This design comes from an exercise in tuning for small area, a short achievable clock period and few clock cycles per item on the open sky130 flow, not from production work. Function was checked by simulation only, so behaviour that the tests miss may differ from the original. No activity file was given, so power comes from the tool's default toggle rates.

==> flow/design.v <==
`timescale 1ns/1ps
module kmeans_top #(
    parameter int num_pixels = 100,
    parameter int iterations = 3
) (
    input  logic                clk,
    input  logic                reset,
    input  logic                start,
    output logic [16-1:0]   pixel_addr,
    input  logic signed [16-1:0] a_data,
    input  logic                cluster_id_rdata,
    input  logic                rgb_dark,
    output logic                cluster_id_we,
    output logic                cluster_id_wdata,
    output logic                lab_clear,
    output logic                done_kmeans,
    output logic                done_cluster
);
    localparam int SW = 16;    
    localparam int AW = 7;               
    localparam int QW = 16;              
    localparam int RW = 7;               
    localparam int TW = RW + QW;         
    localparam logic [1:0] M_IDLE = 2'd0;
    localparam logic [1:0] M_RD   = 2'd1;    
    localparam logic [1:0] M_DV   = 2'd2;    
    localparam logic [1:0] M_IL   = 2'd3;    
    localparam logic [AW-1:0] LAST   = AW'(num_pixels - 1);
    localparam logic [AW-1:0] DV_JMP = AW'(128 - QW - 4);
    localparam logic [QW-1:0] C0U = QW'(0 + 32768);
    localparam logic [QW-1:0] C1U = QW'(5 + 32768);
    logic [1:0]    mode;
    logic          pass2;
    logic [AW-1:0] addr;
    logic          ph;       
    logic          ilf;      
    logic          dv, dvf;  
    logic          lv, lvf;  
    logic [SW-1:0] u_q;
    logic          lab_q, labn_q, sn_q, id_q, dark_q;
    logic [QW-1:0] lo0, lo1;
    logic [RW-1:0] hi0, hi1;
    logic          c0, c1;
    logic [TW-1:0] acc0, acc1;
    assign acc0 = {hi0 + RW'(c0), lo0};
    assign acc1 = {hi1 + RW'(c1), lo1};
    logic [AW-1:0] n0, n1;
    logic [QW+1:0] v;
    logic          fin1_q;   
    logic          fin_q;    
    logic          divstep;  
    logic          we_q, wd_q, lc_q, dk_q, dc_q;
    assign pixel_addr       = {{(16-AW){1'b0}}, addr};
    assign cluster_id_we    = we_q;
    assign cluster_id_wdata = wd_q;
    assign lab_clear        = lc_q;
    assign done_kmeans      = dk_q;
    assign done_cluster     = dc_q;
    logic [SW-1:0] u_in;
    logic          sel;
    assign u_in = {~a_data[SW-1], a_data[SW-2:0]};
    assign sel  = (n1 > n0);
    logic idle, vclr;
    assign idle    = (mode == M_IDLE);
    assign vclr    = divstep && (&addr[3:0]);
    function automatic logic [TW-1:0] dstep(
        input logic [TW-1:0] s,
        input logic [AW-1:0] den
    );
        logic [RW:0]   r2;
        logic [RW+1:0] t;
        r2 = s[TW-1:QW-1];
        t  = {1'b0, r2} - {2'b00, den};
        if (!t[RW+1])
            dstep = {t[RW-1:0], s[QW-2:0], 1'b1};
        else
            dstep = {r2[RW-1:0], s[QW-2:0], 1'b0};
    endfunction
    logic [TW-1:0] ds0, ds1;
    assign ds0 = dstep({hi0, lo0}, n0);
    assign ds1 = dstep({hi1, lo1}, n1);
    function automatic logic [QW-1:0] due_bits(input logic [QW-1:0] c);
        for (int i = 0; i < QW; i++)
            due_bits[i] = c[(QW + 14 - i) % QW];
    endfunction
    localparam logic [QW-1:0] C0D = due_bits(C0U);
    localparam logic [QW-1:0] C1D = due_bits(C1U);
    logic       b0, b1, bq0, bq1;
    assign b0 = (n0 == '0) ? C0D[addr[3:0]] : ds0[0];
    assign b1 = (n1 == '0) ? C1D[addr[3:0]] : ds1[0];
    logic kq0, kq1;
    logic x0, x1, x2;
    assign x0 = !fin_q & (bq0 ^ bq1);
    assign x1 = fin_q ? (kq0 ^ kq1) : (bq0 & bq1);
    assign x2 = fin_q & kq0 & kq1;
    logic [QW:0] vt, vinc, vpre;
    logic        vc1;
    assign vt = v[QW:0];
    assign vc1 = (vt[0] & x1) | x2;
    assign vpre[0] = 1'b0;
    assign vpre[1] = vc1;
    for (genvar i = 2; i <= QW; i++)
    begin : g_vpre
        assign vpre[i] = vc1 & (&vt[i-1:1]);
    end
    assign vinc = {vt[QW:1] ^ vpre[QW:1], vt[0] ^ x1};
    logic [QW:0] acc_sum0, acc_sum1;
    assign acc_sum0 = {1'b0, lo0} + {1'b0, u_q};
    assign acc_sum1 = {1'b0, lo1} + {1'b0, u_q};
    always_ff @(posedge clk)
    begin
        u_q    <= u_in;
        lab_q  <= (u_in > v[QW+1:2]);
        labn_q <= !(u_in > v[QW+1:2]);
        sn_q   <= (a_data < (-10));
        id_q   <= cluster_id_rdata;
        dark_q <= rgb_dark;
    end
    always_ff @(posedge clk)
    begin
        if (idle || fin_q)
        begin
            {hi0, c0, lo0} <= '0;
            {hi1, c1, lo1} <= '0;
            n0   <= '0;
            n1   <= '0;
        end
        else if (divstep)
        begin
            {hi0, lo0} <= ds0;
            {hi1, lo1} <= ds1;
            c0 <= 1'b0;
            c1 <= 1'b0;
        end
        else
        begin
            hi0 <= acc0[TW-1:QW];
            hi1 <= acc1[TW-1:QW];
            c0  <= 1'b0;
            c1  <= 1'b0;
        end
        if (lv && !lvf)
        begin
            if (lab_q)
                {c1, lo1} <= acc_sum1;
            else
                {c0, lo0} <= acc_sum0;
            if (mode != M_IL || sn_q)
            begin
                if (labn_q)
                    n0 <= n0 + 1'b1;
                else
                    n1 <= n1 + 1'b1;
            end
        end
        if (divstep)
        begin
            bq0 <= b0;
            bq1 <= b1;
        end
        if (fin1_q)
        begin
            kq0 <= (n0 != '0) && !lo0[QW-1] && (|hi0);
            kq1 <= (n1 != '0) && !lo1[QW-1] && (|hi1);
        end
        if (idle)
            v <= {({1'b0, C0U} + {1'b0, C1U}), 1'b0};
        else if (vclr)
            v <= '0;
        else if (divstep || fin1_q || fin_q)
            v <= {vinc, x0};
    end
    always_ff @(posedge clk)
    begin
        if (reset)
        begin
            mode  <= M_IDLE;
            pass2 <= 1'b0;
            addr  <= '0;
            ph    <= 1'b0;
            ilf   <= 1'b0;
            dv    <= 1'b0;
            dvf   <= 1'b0;
            lv    <= 1'b0;
            lvf   <= 1'b0;
            fin1_q <= 1'b0;
            fin_q <= 1'b0;
            divstep <= 1'b0;
            we_q  <= 1'b0;
            wd_q  <= 1'b0;
            lc_q  <= 1'b0;
            dk_q  <= 1'b0;
            dc_q  <= 1'b0;
        end
        else
        begin
            lv    <= dv;
            lvf   <= dvf;
            dv    <= 1'b0;
            dvf   <= 1'b0;
            fin1_q <= 1'b0;
            fin_q <= fin1_q;
            divstep <= 1'b0;
            we_q  <= 1'b0;
            lc_q  <= 1'b0;
            case (mode)
                M_IDLE:
                    if (start)
                    begin
                        dv    <= 1'b1;
                        addr  <= addr + 1'b1;
                        mode  <= M_RD;
                        pass2 <= 1'b0;
                        dk_q  <= 1'b0;
                        dc_q  <= 1'b0;
                    end
                M_RD:
                begin
                    dv <= 1'b1;
                    if (addr == LAST)
                    begin
                        addr <= DV_JMP;
                        mode <= M_DV;
                    end
                    else
                        addr <= addr + 1'b1;
                end
                M_DV:
                begin
                    addr    <= addr + 1'b1;
                    divstep <= (addr >= DV_JMP + 2'd2) && (addr <= 7'd125);
                    fin1_q  <= (addr == 7'd126);
                    if (&addr)
                    begin
                        pass2 <= 1'b1;
                        ph    <= 1'b0;
                        ilf   <= 1'b0;
                        mode  <= pass2 ? M_IL : M_RD;
                    end
                end
                default:  
                begin
                    ph <= ~ph;
                    if (!ph)
                    begin
                        dv   <= (addr <= LAST);
                        dvf  <= ilf;
                        addr <= (addr == '0) ? LAST : addr - 1'b1;
                        if (lv)
                        begin
                            we_q <= 1'b1;
                            if (lvf)
                            begin
                                wd_q <= ~(id_q ^ sel);
                                lc_q <= (id_q ^ sel) | dark_q;
                                dk_q <= 1'b1;
                            end
                            else
                                wd_q <= !labn_q;
                        end
                    end
                    else
                    begin
                        if (addr == LAST)
                        begin
                            if (dk_q)
                            begin
                                addr <= '0;
                                dc_q <= 1'b1;
                                mode <= M_IDLE;
                            end
                            else
                                addr <= AW'(1);
                        end
                        else if (!ilf && addr == LAST - 1'b1)
                        begin
                            addr <= '0;
                            ilf  <= 1'b1;
                        end
                        else
                            addr <= addr + 2'd2;
                    end
                end
            endcase
        end
    end
endmodule
==> flow/config.mk <==
export PLATFORM = sky130hd
export DESIGN_NAME = kmeans_top
export DESIGN_NICKNAME = kmeans_top
export VERILOG_FILES = /design/flow/design.v
export SDC_FILE = /design/flow/constraint.sdc
export NUM_CORES = 4
export LEC_CHECK = 0
export ABC_AREA = 1
export CAP_MARGIN = 20
export CORE_MARGIN = 2
export CORE_UTILIZATION = 40
export CTS_BUF_LIST = sky130_fd_sc_hd__clkbuf_8
export SETUP_SLACK_MARGIN = 3.4
export SLEW_MARGIN = 20
==> flow/constraint.sdc <==
create_clock -name core_clock -period 5.5 [get_ports {clk}]
set_input_delay 1.1000 -clock core_clock [delete_from_list [all_inputs] [get_ports {clk}]]
set_output_delay 1.1000 -clock core_clock [all_outputs]
set_load 0.01 [all_outputs]
standard.sh (not shown) runs the stock make flow with config.mk's settings and CLKGATE_MAP_FILE= SYNTH_SCRIPT=/design/flow/synth_recipe.tcl, a recipe that flattens the netlist after the stock synthesis.
==> flow/flow/run.sh <==
#!/bin/bash
set -euo pipefail
bash standard.sh finish "BUFFER_PORTS_ARGS=-buffer_cell sky130_fd_sc_hd__buf_4" \
    > standard_flow.log 2>&1
Testbench counts at the start, summed over its fixed seeds: cycles 30,824, jobs 48.
Rerun with:
--- a/flow/design.v
+++ b/flow/design.v
@@ -24,11 +24,11 @@
     localparam logic [1:0] M_IDLE = 2'd0;
     localparam logic [1:0] M_RD   = 2'd1;    
     localparam logic [1:0] M_DV   = 2'd2;    
     localparam logic [1:0] M_IL   = 2'd3;    
     localparam logic [AW-1:0] LAST   = AW'(num_pixels - 1);
-    localparam logic [AW-1:0] DV_JMP = AW'(128 - QW - 4);
+    localparam logic [AW-1:0] DV_JMP = AW'(128 - QW - 3);
     localparam logic [QW-1:0] C0U = QW'(0 + 32768);
     localparam logic [QW-1:0] C1U = QW'(5 + 32768);
     logic [1:0]    mode;
     logic          pass2;
     logic [AW-1:0] addr;
@@ -36,16 +36,11 @@
     logic          ilf;      
     logic          dv, dvf;  
     logic          lv, lvf;  
     logic [SW-1:0] u_q;
     logic          lab_q, labn_q, sn_q, id_q, dark_q;
-    logic [QW-1:0] lo0, lo1;
-    logic [RW-1:0] hi0, hi1;
-    logic          c0, c1;
     logic [TW-1:0] acc0, acc1;
-    assign acc0 = {hi0 + RW'(c0), lo0};
-    assign acc1 = {hi1 + RW'(c1), lo1};
     logic [AW-1:0] n0, n1;
     logic [QW+1:0] v;
     logic          fin1_q;   
     logic          fin_q;    
     logic          divstep;  
@@ -75,12 +70,12 @@
             dstep = {t[RW-1:0], s[QW-2:0], 1'b1};
         else
             dstep = {r2[RW-1:0], s[QW-2:0], 1'b0};
     endfunction
     logic [TW-1:0] ds0, ds1;
-    assign ds0 = dstep({hi0, lo0}, n0);
-    assign ds1 = dstep({hi1, lo1}, n1);
+    assign ds0 = dstep(acc0, n0);
+    assign ds1 = dstep(acc1, n1);
     function automatic logic [QW-1:0] due_bits(input logic [QW-1:0] c);
         for (int i = 0; i < QW; i++)
             due_bits[i] = c[(QW + 14 - i) % QW];
     endfunction
     localparam logic [QW-1:0] C0D = due_bits(C0U);
@@ -102,13 +97,13 @@
     for (genvar i = 2; i <= QW; i++)
     begin : g_vpre
         assign vpre[i] = vc1 & (&vt[i-1:1]);
     end
     assign vinc = {vt[QW:1] ^ vpre[QW:1], vt[0] ^ x1};
-    logic [QW:0] acc_sum0, acc_sum1;
-    assign acc_sum0 = {1'b0, lo0} + {1'b0, u_q};
-    assign acc_sum1 = {1'b0, lo1} + {1'b0, u_q};
+    logic [TW-1:0] acc_sum0, acc_sum1;
+    assign acc_sum0 = acc0 + TW'(u_q);
+    assign acc_sum1 = acc1 + TW'(u_q);
     always_ff @(posedge clk)
     begin
         u_q    <= u_in;
         lab_q  <= (u_in > v[QW+1:2]);
         labn_q <= !(u_in > v[QW+1:2]);
@@ -118,35 +113,26 @@
     end
     always_ff @(posedge clk)
     begin
         if (idle || fin_q)
         begin
-            {hi0, c0, lo0} <= '0;
-            {hi1, c1, lo1} <= '0;
+            acc0 <= '0;
+            acc1 <= '0;
             n0   <= '0;
             n1   <= '0;
         end
         else if (divstep)
         begin
-            {hi0, lo0} <= ds0;
-            {hi1, lo1} <= ds1;
-            c0 <= 1'b0;
-            c1 <= 1'b0;
-        end
-        else
-        begin
-            hi0 <= acc0[TW-1:QW];
-            hi1 <= acc1[TW-1:QW];
-            c0  <= 1'b0;
-            c1  <= 1'b0;
-        end
-        if (lv && !lvf)
+            acc0 <= ds0;
+            acc1 <= ds1;
+        end
+        else if (lv && !lvf)
         begin
             if (lab_q)
-                {c1, lo1} <= acc_sum1;
+                acc1 <= acc_sum1;
             else
-                {c0, lo0} <= acc_sum0;
+                acc0 <= acc_sum0;
             if (mode != M_IL || sn_q)
             begin
                 if (labn_q)
                     n0 <= n0 + 1'b1;
                 else
@@ -158,12 +144,12 @@
             bq0 <= b0;
             bq1 <= b1;
         end
         if (fin1_q)
         begin
-            kq0 <= (n0 != '0) && !lo0[QW-1] && (|hi0);
-            kq1 <= (n1 != '0) && !lo1[QW-1] && (|hi1);
+            kq0 <= (n0 != '0) && !acc0[QW-1] && (|acc0[TW-1:QW]);
+            kq1 <= (n1 != '0) && !acc1[QW-1] && (|acc1[TW-1:QW]);
         end
         if (idle)
             v <= {({1'b0, C0U} + {1'b0, C1U}), 1'b0};
         else if (vclr)
             v <= '0;
@@ -226,11 +212,11 @@
                         addr <= addr + 1'b1;
                 end
                 M_DV:
                 begin
                     addr    <= addr + 1'b1;
-                    divstep <= (addr >= DV_JMP + 2'd2) && (addr <= 7'd125);
+                    divstep <= (addr >= DV_JMP + 1'b1) && (addr <= 7'd125);
                     fin1_q  <= (addr == 7'd126);
                     if (&addr)
                     begin
                         pass2 <= 1'b1;
                         ph    <= 1'b0;
Global-route usage grows by 0.78 points.
Setup slack gets better by 0.0061 ns.
Total power shrinks by 3.5%.
Count of clock-buffer cells in the layout stays the same.
Via count goes up by about 12%.
Sequential power is lower by about 4%.
Wire length increases by 13%.
Worst hold slack gains 0.019 ns.
Die area rose by 8.2%.
Testbench counts after the change, summed over its fixed seeds: cycles 30,728, jobs 48.

[what the ideal ports hide]
How much do the figures lean on ideal ports? The routed layouts below were timed once more, with nothing changed but the port constraints.
Step 1: set_driving_cell puts a clkbuf_16 on clk and a buf_2 on each other input, an assumption about the parent block.
Step 2 times the ports against the registers' clock, not the clock port: input delays grow and output delays shrink by t, the midpoint of the rising clock arrivals with the driver on.
Slacks: no drivers / after step 1 / after step 2; pairs: no drivers / after step 1.
run | t, ns | setup WS [ns] | worst slew at a driven data input, ns
the first run | 0.477 | 3.447 / 3.408 / 3.145 | 0.04
the second run | 0.487 | 3.453 / 3.407 / 3.186 | 0.04
After both steps setup and hold are still met in every run listed. The setup slack of the first run, which loses most, moves by -0.039 ns with the drivers and by -0.302 ns with both steps.
